Source: an optimization exercise on an open RTL-to-GDS flow (aim: small area, a short achievable clock period and few clock cycles). Production flows keep margins and buffers that such runs may drop. Only simulation tests tie the RTL to the original design; equivalence was not proved. Power is estimated from default activity; no workload was simulated.

<file path="design/flow/config.mk">
export PLATFORM = sky130hd
export DESIGN_NAME = l3_cache_top
export DESIGN_NICKNAME = l3_cache_top
export VERILOG_FILES = /design/flow/design.v
export SDC_FILE = /design/flow/constraint.sdc
export NUM_CORES = 4
export LEC_CHECK = 0
export CAP_MARGIN = 20
export CORE_MARGIN = 2
export CORE_UTILIZATION = 40
export SLEW_MARGIN = 20
</file>
<file path="design/flow/constraint.sdc">
create_clock -name core_clock -period 6.0 [get_ports {clk}]
set_input_delay 1.2000 -clock core_clock [delete_from_list [all_inputs] [get_ports {clk}]]
set_output_delay 1.2000 -clock core_clock [all_outputs]
set_load 0.01 [all_outputs]
</file>
<file path="design/flow/design.v">
`default_nettype none
package l3_cache_pkg;
  localparam int NUM_PORTS = 4;
  localparam int PORT_W    = 2;
  localparam int ADDR_W   = 16;
  localparam int DATA_W   = 32;
  localparam int INDEX_W  = 4;
  localparam int NUM_SETS = 16;
  localparam int TAG_W    = ADDR_W - INDEX_W;
  localparam int REQ_W    = 1 + ADDR_W + DATA_W + PORT_W;  
  typedef struct packed {
    logic              write;
    logic [ADDR_W-1:0] addr;
    logic [DATA_W-1:0] wdata;
    logic [PORT_W-1:0] port;
  } l3_req_t;
  typedef struct packed {
    logic [PORT_W-1:0] port;
    logic              write;
    logic [DATA_W-1:0] data;  
  } l3_rsp_t;
  typedef struct packed {
    logic              write;
    logic [ADDR_W-1:0] addr;
    logic [DATA_W-1:0] data;
  } mem_req_t;
endpackage
`default_nettype wire
`default_nettype none
module l3_req_arbiter (
  input  logic                                 clk,
  input  logic                                 reset,
  input  logic [l3_cache_pkg::NUM_PORTS-1:0]   port_valid,
  input  logic [l3_cache_pkg::NUM_PORTS*l3_cache_pkg::REQ_W-1:0] port_req,  
  output logic [l3_cache_pkg::NUM_PORTS-1:0]   port_ready,
  output logic                                 arb_valid,
  output l3_cache_pkg::l3_req_t                arb_req,
  input  logic                                 arb_ready
);
  localparam int NUM_PORTS = l3_cache_pkg::NUM_PORTS;
  localparam int PORT_W    = l3_cache_pkg::PORT_W;
  localparam int ADDR_W    = l3_cache_pkg::ADDR_W;
  localparam int DATA_W    = l3_cache_pkg::DATA_W;
  localparam int INDEX_W   = l3_cache_pkg::INDEX_W;
  localparam int NUM_SETS  = l3_cache_pkg::NUM_SETS;
  localparam int TAG_W     = l3_cache_pkg::TAG_W;
  localparam int REQ_W     = l3_cache_pkg::REQ_W;
  typedef l3_cache_pkg::l3_req_t  l3_req_t;
  typedef l3_cache_pkg::l3_rsp_t  l3_rsp_t;
  typedef l3_cache_pkg::mem_req_t mem_req_t;
  logic [PORT_W-1:0] last_port;    
  logic [PORT_W-1:0] grant_port;
  logic              grant_found;
  logic              can_accept;
  l3_req_t           grant_req;
  assign can_accept = !arb_valid || arb_ready;
  always_comb begin
    logic [PORT_W-1:0] cand;
    grant_found = 1'b0;
    grant_port  = last_port;
    for (int i = 1; i <= NUM_PORTS; i++) begin
      cand = last_port + PORT_W'(i);
      if (!grant_found && port_valid[cand]) begin
        grant_found = 1'b1;
        grant_port  = cand;
      end
    end
  end
  always_comb begin
    port_ready = '0;
    if (grant_found && can_accept) begin
      port_ready[grant_port] = 1'b1;
    end
  end
  always_comb begin
    grant_req      = port_req[grant_port*REQ_W +: REQ_W];
    grant_req.port = grant_port;
  end
  always_ff @(posedge clk or posedge reset) begin
    if (reset) begin
      arb_valid <= 1'b0;
      last_port <= PORT_W'(NUM_PORTS - 1);  
    end else if (can_accept) begin
      arb_valid <= grant_found;
      if (grant_found) begin
        last_port <= grant_port;
      end
    end
  end
  always_ff @(posedge clk) begin
    if (can_accept && grant_found) begin
      arb_req <= grant_req;
    end
  end
endmodule
`default_nettype wire
`default_nettype none
module l3_lookup (
  input  logic                               clk,
  input  logic                               reset,
  input  logic                               arb_valid,
  input  l3_cache_pkg::l3_req_t              arb_req,
  output logic                               arb_ready,
  output logic                               fill_valid,
  input  logic                               fill_ready,
  output logic                               fill_victim_dirty,
  output logic [l3_cache_pkg::ADDR_W-1:0]    fill_victim_addr,
  output logic [l3_cache_pkg::DATA_W-1:0]    fill_victim_data,
  output logic [l3_cache_pkg::ADDR_W-1:0]    fill_addr,
  input  logic                               fill_done,
  input  logic [l3_cache_pkg::DATA_W-1:0]    fill_data,
  output logic                               rsp_valid,
  output l3_cache_pkg::l3_rsp_t              rsp,
  input  logic                               rsp_ready
);
  localparam int NUM_PORTS = l3_cache_pkg::NUM_PORTS;
  localparam int PORT_W    = l3_cache_pkg::PORT_W;
  localparam int ADDR_W    = l3_cache_pkg::ADDR_W;
  localparam int DATA_W    = l3_cache_pkg::DATA_W;
  localparam int INDEX_W   = l3_cache_pkg::INDEX_W;
  localparam int NUM_SETS  = l3_cache_pkg::NUM_SETS;
  localparam int TAG_W     = l3_cache_pkg::TAG_W;
  localparam int REQ_W     = l3_cache_pkg::REQ_W;
  typedef l3_cache_pkg::l3_req_t  l3_req_t;
  typedef l3_cache_pkg::l3_rsp_t  l3_rsp_t;
  typedef l3_cache_pkg::mem_req_t mem_req_t;
  typedef enum logic [1:0] {
    IDLE,
    COMPARE,    
    WAIT_FILL,
    RESPOND
  } state_t;
  state_t state, next_state;
  logic [NUM_SETS-1:0][TAG_W-1:0]  tag_q;   
  logic [NUM_SETS-1:0][DATA_W-1:0] data_q;
  logic [NUM_SETS-1:0] valid_q;
  logic [NUM_SETS-1:0] dirty_q;
  l3_req_t          req_q;    
  l3_req_t          cur_req;
  logic [ADDR_W-1:0]  cur_addr;
  logic [INDEX_W-1:0] cur_index;
  logic [TAG_W-1:0]   cur_tag;
  logic             accept;
  logic             lookup_en;
  logic             hit;
  logic             fill_load;
  assign arb_ready = (state == IDLE);
  assign accept    = arb_valid && arb_ready;
  assign cur_req   = (state == IDLE) ? arb_req : req_q;
  assign cur_addr  = cur_req.addr;   
  assign cur_index = cur_addr[INDEX_W-1:0];
  assign cur_tag   = cur_addr[ADDR_W-1:INDEX_W];
  assign lookup_en = accept || (state == COMPARE);
  assign hit       = lookup_en && valid_q[cur_index] && (tag_q[cur_index] == cur_tag);
  assign fill_load = (state == WAIT_FILL) && fill_done;
  assign fill_valid        = (state == COMPARE) && !hit;
  assign fill_victim_dirty = valid_q[cur_index] && dirty_q[cur_index];
  assign fill_victim_addr  = {tag_q[cur_index], cur_index};
  assign fill_victim_data  = data_q[cur_index];
  assign fill_addr         = req_q.addr;
  assign rsp_valid = (state == RESPOND);
  always_comb begin
    next_state = state;
    case (state)
      IDLE: begin
        if (accept) begin
          next_state = hit ? RESPOND : COMPARE;
        end
      end
      COMPARE: begin
        if (hit) begin
          next_state = RESPOND;
        end else if (fill_ready) begin
          next_state = WAIT_FILL;
        end
      end
      WAIT_FILL: begin
        if (fill_done) begin
          next_state = COMPARE;  
        end
      end
      RESPOND: begin
        if (rsp_ready) begin
          next_state = IDLE;
        end
      end
      default: next_state = IDLE;
    endcase
  end
  always_ff @(posedge clk or posedge reset) begin
    if (reset) begin
      state   <= IDLE;
      valid_q <= '0;
      dirty_q <= '0;
    end else begin
      state <= next_state;
      if (hit && cur_req.write) begin
        dirty_q[cur_index] <= 1'b1;
      end
      if (fill_load) begin
        valid_q[cur_index] <= 1'b1;
        dirty_q[cur_index] <= 1'b0;  
      end
    end
  end
  always_ff @(posedge clk) begin
    if (accept) begin
      req_q <= arb_req;
    end
    if (hit) begin
      rsp.port  <= cur_req.port;
      rsp.write <= cur_req.write;
      rsp.data  <= cur_req.write ? cur_req.wdata : data_q[cur_index];
      if (cur_req.write) begin
        data_q[cur_index] <= cur_req.wdata;
      end
    end
    if (fill_load) begin
      tag_q[cur_index]  <= cur_tag;
      data_q[cur_index] <= fill_data;
    end
  end
endmodule
`default_nettype wire
`default_nettype none
module l3_line_fill (
  input  logic                               clk,
  input  logic                               reset,
  input  logic                               fill_valid,
  input  logic                               fill_victim_dirty,
  input  logic [l3_cache_pkg::ADDR_W-1:0]    fill_victim_addr,
  input  logic [l3_cache_pkg::DATA_W-1:0]    fill_victim_data,
  input  logic [l3_cache_pkg::ADDR_W-1:0]    fill_addr,
  output logic                               fill_ready,
  output logic                               fill_done,
  output logic [l3_cache_pkg::DATA_W-1:0]    fill_data,
  output logic                               mem_req_valid,
  output l3_cache_pkg::mem_req_t             mem_req,
  input  logic                               mem_req_ready,
  input  logic                               mem_rsp_valid,
  input  logic [l3_cache_pkg::DATA_W-1:0]    mem_rsp_data
);
  localparam int NUM_PORTS = l3_cache_pkg::NUM_PORTS;
  localparam int PORT_W    = l3_cache_pkg::PORT_W;
  localparam int ADDR_W    = l3_cache_pkg::ADDR_W;
  localparam int DATA_W    = l3_cache_pkg::DATA_W;
  localparam int INDEX_W   = l3_cache_pkg::INDEX_W;
  localparam int NUM_SETS  = l3_cache_pkg::NUM_SETS;
  localparam int TAG_W     = l3_cache_pkg::TAG_W;
  localparam int REQ_W     = l3_cache_pkg::REQ_W;
  typedef l3_cache_pkg::l3_req_t  l3_req_t;
  typedef l3_cache_pkg::l3_rsp_t  l3_rsp_t;
  typedef l3_cache_pkg::mem_req_t mem_req_t;
  typedef enum logic [1:0] {
    IDLE,
    WRITE_BACK,
    READ_REQ,
    READ_WAIT
  } state_t;
  state_t state, next_state;
  logic [ADDR_W-1:0] victim_addr_q;
  logic [DATA_W-1:0] victim_data_q;
  logic [ADDR_W-1:0] line_addr_q;    
  logic              start;
  logic              write_back;
  assign fill_ready = (state == IDLE);
  assign start      = fill_valid && fill_ready;
  assign write_back = (state == WRITE_BACK);
  always_comb begin
    mem_req_valid = write_back || (state == READ_REQ);
    mem_req.write = write_back;
    mem_req.addr  = write_back ? victim_addr_q : line_addr_q;
    mem_req.data  = write_back ? victim_data_q : '0;
  end
  always_comb begin
    next_state = state;
    case (state)
      IDLE: begin
        if (start) begin
          next_state = fill_victim_dirty ? WRITE_BACK : READ_REQ;  
        end
      end
      WRITE_BACK: begin
        if (mem_req_ready) begin
          next_state = READ_REQ;
        end
      end
      READ_REQ: begin
        if (mem_req_ready) begin
          next_state = READ_WAIT;
        end
      end
      READ_WAIT: begin
        if (mem_rsp_valid) begin
          next_state = IDLE;
        end
      end
      default: next_state = IDLE;
    endcase
  end
  always_ff @(posedge clk or posedge reset) begin
    if (reset) begin
      state     <= IDLE;
      fill_done <= 1'b0;
    end else begin
      state     <= next_state;
      fill_done <= (state == READ_WAIT) && mem_rsp_valid;  
    end
  end
  always_ff @(posedge clk) begin
    if (start) begin
      victim_addr_q <= fill_victim_addr;
      victim_data_q <= fill_victim_data;
      line_addr_q   <= fill_addr;
    end
    if ((state == READ_WAIT) && mem_rsp_valid) begin
      fill_data <= mem_rsp_data;
    end
  end
endmodule
`default_nettype wire
`default_nettype none
module l3_top (
  input  logic                                 clk,
  input  logic                                 reset,
  input  logic [l3_cache_pkg::NUM_PORTS-1:0]   port_valid,
  input  logic [l3_cache_pkg::NUM_PORTS*l3_cache_pkg::REQ_W-1:0] port_req,  
  output logic [l3_cache_pkg::NUM_PORTS-1:0]   port_ready,
  output logic                                 rsp_valid,
  output l3_cache_pkg::l3_rsp_t                rsp,
  input  logic                                 rsp_ready,
  output logic                                 mem_req_valid,
  output l3_cache_pkg::mem_req_t               mem_req,
  input  logic                                 mem_req_ready,
  input  logic                                 mem_rsp_valid,
  input  logic [l3_cache_pkg::DATA_W-1:0]      mem_rsp_data
);
  localparam int NUM_PORTS = l3_cache_pkg::NUM_PORTS;
  localparam int PORT_W    = l3_cache_pkg::PORT_W;
  localparam int ADDR_W    = l3_cache_pkg::ADDR_W;
  localparam int DATA_W    = l3_cache_pkg::DATA_W;
  localparam int INDEX_W   = l3_cache_pkg::INDEX_W;
  localparam int NUM_SETS  = l3_cache_pkg::NUM_SETS;
  localparam int TAG_W     = l3_cache_pkg::TAG_W;
  localparam int REQ_W     = l3_cache_pkg::REQ_W;
  typedef l3_cache_pkg::l3_req_t  l3_req_t;
  typedef l3_cache_pkg::l3_rsp_t  l3_rsp_t;
  typedef l3_cache_pkg::mem_req_t mem_req_t;
  logic    arb_valid;
  logic    arb_ready;
  l3_req_t arb_req;
  logic              fill_valid;
  logic              fill_ready;
  logic              fill_victim_dirty;
  logic [ADDR_W-1:0] fill_victim_addr;
  logic [DATA_W-1:0] fill_victim_data;
  logic [ADDR_W-1:0] fill_addr;
  logic              fill_done;
  logic [DATA_W-1:0] fill_data;
  l3_req_arbiter arbiter_i (
    .clk        (clk),
    .reset      (reset),
    .port_valid (port_valid),
    .port_req   (port_req),
    .port_ready (port_ready),
    .arb_valid  (arb_valid),
    .arb_req    (arb_req),
    .arb_ready  (arb_ready)
  );
  l3_lookup lookup_i (
    .clk               (clk),
    .reset             (reset),
    .arb_valid         (arb_valid),
    .arb_req           (arb_req),
    .arb_ready         (arb_ready),
    .fill_valid        (fill_valid),
    .fill_ready        (fill_ready),
    .fill_victim_dirty (fill_victim_dirty),
    .fill_victim_addr  (fill_victim_addr),
    .fill_victim_data  (fill_victim_data),
    .fill_addr         (fill_addr),
    .fill_done         (fill_done),
    .fill_data         (fill_data),
    .rsp_valid         (rsp_valid),
    .rsp               (rsp),
    .rsp_ready         (rsp_ready)
  );
  l3_line_fill line_fill_i (
    .clk               (clk),
    .reset             (reset),
    .fill_valid        (fill_valid),
    .fill_victim_dirty (fill_victim_dirty),
    .fill_victim_addr  (fill_victim_addr),
    .fill_victim_data  (fill_victim_data),
    .fill_addr         (fill_addr),
    .fill_ready        (fill_ready),
    .fill_done         (fill_done),
    .fill_data         (fill_data),
    .mem_req_valid     (mem_req_valid),
    .mem_req           (mem_req),
    .mem_req_ready     (mem_req_ready),
    .mem_rsp_valid     (mem_rsp_valid),
    .mem_rsp_data      (mem_rsp_data)
  );
endmodule
`default_nettype wire
`default_nettype none
module l3_cache_top (
  input  logic         clk,
  input  logic         reset,
  input  logic [3:0]   port_valid,
  input  logic [3:0]   port_write,
  input  logic [63:0]  port_addr,
  input  logic [127:0] port_wdata,
  output logic [3:0]   port_ready,
  output logic         rsp_valid,
  output logic [1:0]   rsp_port,
  output logic         rsp_write,
  output logic [31:0]  rsp_data,
  input  logic         rsp_ready,
  output logic         mem_req_valid,
  output logic         mem_req_write,
  output logic [15:0]  mem_req_addr,
  output logic [31:0]  mem_req_data,
  input  logic         mem_req_ready,
  input  logic         mem_rsp_valid,
  input  logic [31:0]  mem_rsp_data
);
  localparam int NUM_PORTS = l3_cache_pkg::NUM_PORTS;
  localparam int PORT_W    = l3_cache_pkg::PORT_W;
  localparam int ADDR_W    = l3_cache_pkg::ADDR_W;
  localparam int DATA_W    = l3_cache_pkg::DATA_W;
  localparam int INDEX_W   = l3_cache_pkg::INDEX_W;
  localparam int NUM_SETS  = l3_cache_pkg::NUM_SETS;
  localparam int TAG_W     = l3_cache_pkg::TAG_W;
  localparam int REQ_W     = l3_cache_pkg::REQ_W;
  typedef l3_cache_pkg::l3_req_t  l3_req_t;
  typedef l3_cache_pkg::l3_rsp_t  l3_rsp_t;
  typedef l3_cache_pkg::mem_req_t mem_req_t;
  logic [NUM_PORTS*REQ_W-1:0] port_req;
  l3_rsp_t  rsp;
  mem_req_t mem_req;
  always_comb begin
    for (int p = 0; p < NUM_PORTS; p++) begin
      port_req[p*REQ_W +: REQ_W] = {port_write[p], port_addr[p*ADDR_W +: ADDR_W],
                                    port_wdata[p*DATA_W +: DATA_W], PORT_W'(p)};
    end
  end
  l3_top l3_top_i (
    .clk           (clk),
    .reset         (reset),
    .port_valid    (port_valid),
    .port_req      (port_req),
    .port_ready    (port_ready),
    .rsp_valid     (rsp_valid),
    .rsp           (rsp),
    .rsp_ready     (rsp_ready),
    .mem_req_valid (mem_req_valid),
    .mem_req       (mem_req),
    .mem_req_ready (mem_req_ready),
    .mem_rsp_valid (mem_rsp_valid),
    .mem_rsp_data  (mem_rsp_data)
  );
  assign rsp_port      = rsp.port;
  assign rsp_write     = rsp.write;
  assign rsp_data      = rsp.data;
  assign mem_req_write = mem_req.write;
  assign mem_req_addr  = mem_req.addr;
  assign mem_req_data  = mem_req.data;
endmodule
`default_nettype wire
</file>
<file path="design/flow/run.sh">
#!/bin/bash
# synth_recipe.tcl (not shown) runs the flow's synth.tcl, then flattens the netlist and writes it again
# the make line also repeats each setting of config.mk as NAME=value (left out here)
make -C /OpenROAD-flow-scripts/flow DESIGN_CONFIG=/design/flow/config.mk WORK_HOME=/design/flow/orfs CLKGATE_MAP_FILE= SYNTH_SCRIPT=/design/flow/synth_recipe.tcl finish
</file>
==> notes.md <==
Static Leak=20.7 nW; CTS buffer count=107; Area Overhead vs Synth=17.9%; share of the yosys chip area belonging to registers=approximately half; vias in the first global route=45100; Yosys cell types=95; syn nets=between 5000 and 6000; final hold violations=0; async set-reset flop share out of synthesis=4.09%; Slew @ Worst Pin=1.15 ns; largest net degree at the start of global routing=192; Max Clk Rate=187 MHz; CTS H-tree lvls=3; gr ovfl total=0; cell area after synthesis=between 0.04 and 0.05 mm2; clock network power share=between 20 and 25%; crit path max fanout=79; Post-CTS Setup Repair Bufs=0; Post-Synth Adder-Cell Area=0.251%; final slew viol count=0; Boundary Pins=about 330; largest family of logic cells by synthesized area=compound AO/OA/AOI/OAI gates; Antenna Nets Post-Route=0; Mapped Cells=5744; Synth area leaders=edfxtp_1 26%, dfxtp_1 21%, nand2_1 9.5%; Hold Path Stages=0; R2R Path Start=l3_top_i.lookup_i.state[0]; YS warnings=4; Die Y-Extent=357 um; final worst-path cycle share=89.0%; most frequent cells in the layout=1257 x nand2_1, 603 x o21ai_0, 512 x dfxtp_1, 451 x a21oi_1, 425 x edfxtp_1; layout cells sized above 1=9.29%; top cell type's share of synthesized area=25.6%; Clk pin slew, worst setup/hold paths=0.07 ns; final clock skew=0.0690 ns; status=no timing/DRC/antenna violations; CP required=about 6.7 ns; TNS Setup=0 ns; Clock Path Buffers=3; initial antenna violation count=2; Residual DRC=0; DIE WIDTH=357 um; post-route cell area=0.0589 mm2; combinational fraction of design power=52.1%; part of the power in registers=27.7%; Max-Slew Margin vs Limit=22.9%; clock period minus worst slack=between 5 and 6 ns; P_int=18.0 mW; post-DP HPWL=139 mm; WL per Instance=between 20 and 30 um; TritonCTS Sinks=977; dpl cell area=about 0.055 mm2; mux share of post-synthesis cell area=6.45%; Hold-fix buffers, CTS=0; CTS tree=done; Avg Vias per Cell=~6.4; Iter 0 DRT Violations=6691; CP endpoint kind=flop; Rows=about 130; Post-Route WL=220 mm; Compound-Gate Fraction of Synth Area=22.5%; first-pass GRT wire length=between 300 and 400 mm; post-CTS sizing=0; simple-gate portion of the synthesized area=17.6%; RSZ-0062 raised after global routing=no; WP data arrival=6.00 ns; most common cell after layout, fill and taps aside=nand2_1; router iterations before antenna repair=9; min-delay worst type=reg -> reg; switching power=between 15 and 20 mW; syn avg cell area=8.69 um2; endpoints failing setup=0; area of the multi-input gates=about 0.024 mm2; MaxCap Viol Count=0; die area=0.128 mm2; cells on worst reg2reg path=14; WS Path Type=reg -> reg; synthesized flop and latch total=977; fill count=11700; number of port buffers=326; DR vias=48200; GRT Total Usage=33.5%; Worst VDD drop=0.000548 V; Crit. Startpoint=l3_top_i.lookup_i.state[0]; Starting Density=40.3%; sequential cell area=0.0240 mm2; Final Net Count=6098; Post-synth top flop=dfxtp_1; Critical Path Source Type=flop; number of flops mapped to enable cells by yosys=425; Post-Synth XOR/XNOR Area=less than 1%; Sw Share=49.3%; Root Buffer=clkbuf_16; WHS=around 0.43 ns; core area=~0.12 mm2; Power Dens Cells=between 600 and 700 mW/mm2; gpl congestion=1.03; Clk Latency, worst-skew pair=0.78 ns; hold_sp=l3_top_i.arbiter_i.arb_req[46]; Synth area leader=edfxtp_1
[metal layers]
metal	track usage, %	share of wire (%)
met1	44.8	39
met4	17.9	6.3
met2	49.9	43
met3	8.22	11
met5	0	0.0050
[critical path, stage by stage (launching register included)]
cell and delay (ns):
dfrtp_1 0.60, buf_4 0.32, or2_2 0.28, buf_4 0.31
a21o_1 0.44, a32oi_1 0.26, a31oi_1 0.65, nor3_1 0.14
or2_2 0.36, or4_4 0.60, nor4_4 0.22, buf_4 0.23
buf_12 0.35, a21oi_1 0.13, o31ai_1 0.25
[synth_stat cells, drive strengths merged (11+ instances only)]
library cell / n
a211oi: 11
a21o: 13
a21oi: 454
a221oi: 113
a22o: 52
a31oi: 52
and2: 44
and3: 14
buf: 107
clkbuf: 402
dfrtp: 38
dfxtp: 512
edfxtp: 425
inv: 61
mux2: 19
mux2i: 183
mux4: 52
nand2: 1257
nand2b: 16
nand3: 315
nor2: 152
nor3: 98
nor4: 15
o21a: 44
o21ai: 890
o221a: 32
o221ai: 23
o22ai: 11
o2bb2ai: 23
o31ai: 70
or2: 40
or3: 36
xnor2: 15
[sequential cells by signal (all words and copies together), names as in the netlist, 32 cells and up]
signal and count:
l3_top_i.lookup_i.rsp 35, l3_top_i.lookup_i.req_q 51, l3_top_i.line_fill_i.fill_data 32, l3_top_i.lookup_i.tag_q 192, l3_top_i.lookup_i.data_q 512, l3_top_i.line_fill_i.victim_data_q 32, l3_top_i.arbiter_i.arb_req 51
[path summary, 6_finish.rpt]
| kind | end | slack (ns) |
|---|---|---|
| max | l3_top_i.lookup_i.data_q[500] | 0.66 |
| min | l3_top_i.lookup_i.req_q[46] | 0.43 |
| max reg2reg | l3_top_i.lookup_i.data_q[500] | 0.66 |
| min reg2reg | l3_top_i.lookup_i.req_q[46] | 0.43 |
| max in group asynchronous | l3_top_i.arbiter_i.arb_valid | 4.45 |
| min in group asynchronous | l3_top_i.lookup_i.state[0] | 0.97 |
[kinds of logic (layout without fill, tap and decap cells)]
group                      after synthesis  after routing
muxes                                  254            254
xor gates and xnor gates                18             18
adders and majority gates               10             10
other                                    0              2
AOI/OAI and AO/OA                     1884           1884
DFF                                    977            977
buffers and inverters                  570            771
and+or+nand+nor                       2031           2031
[power groups by stage]
| stage | Clock, mW | Combinational (mW) | Sequential (mW) |
|---|---|---|---|
| after floorplan | 0 | 10.3 | 9.37 |
| after global placement | 0 | 17.6 | 9.88 |
| after detailed placement | 0 | 17.7 | 9.89 |
| after CTS | 7.19 | 17.8 | 9.77 |
| after global routing | 7.44 | 19.1 | 9.90 |
| final | 7.14 | 18.5 | 9.80 |
[metrics by stage]
step / instances / setup slack, ns / total power [mW] / util [%]
floorplan: 5744 / 0.121 / 19.7 / -
global placement: 7378 / 0.972 / 27.5 / 44.5
detailed placement: 7379 / 0.894 / 27.6 / 44.5
CTS: 7582 / 0.861 / 34.7 / 47.5
global route: 7582 / 0.461 / 36.4 / 47.5
finish: 7584 / 0.657 / 35.4 / 47.5
[final cells by class]
type	count	share of cell area [%]
repair buffers	507	8.38
clock inverters	83	1.65
inverters	61	0.427
diodes	2	0.00850
multi-input cells	4197	40.5
clock buffers	120	4.74
flip-flops and latches	977	40.8
well taps	1637	3.48
Testbench counts, summed over its fixed seeds: cycles 21,558.

separate check: timing with driven ports:
No port has a modelled driver above. Below, the same layout with a new extraction and two added sets of constraints.
Step 1 assumes that a clkbuf_16 drives the clock port and a buf_2 every other input.
Step 2, shift: input delay + t, output delay - t, t = (earliest + latest rising clock arrival at the registers) / 2. This alone moves slack from input paths to output paths.
Three values: ideal, step 1, step 2; two values: the first two.
shift t [ns]: 0.824
slack for setup (ns): 0.657 / 0.657 / 0.657
hold slack, ns: 0.432 / 0.432 / 0.432
worst setup path after step 2: register to register
worst slew at a driven data input, ns: 0.11
After both steps this run still meets setup and hold. The setup slack of this run moves by 0.000 ns with the drivers and by 0.000 ns with both steps.
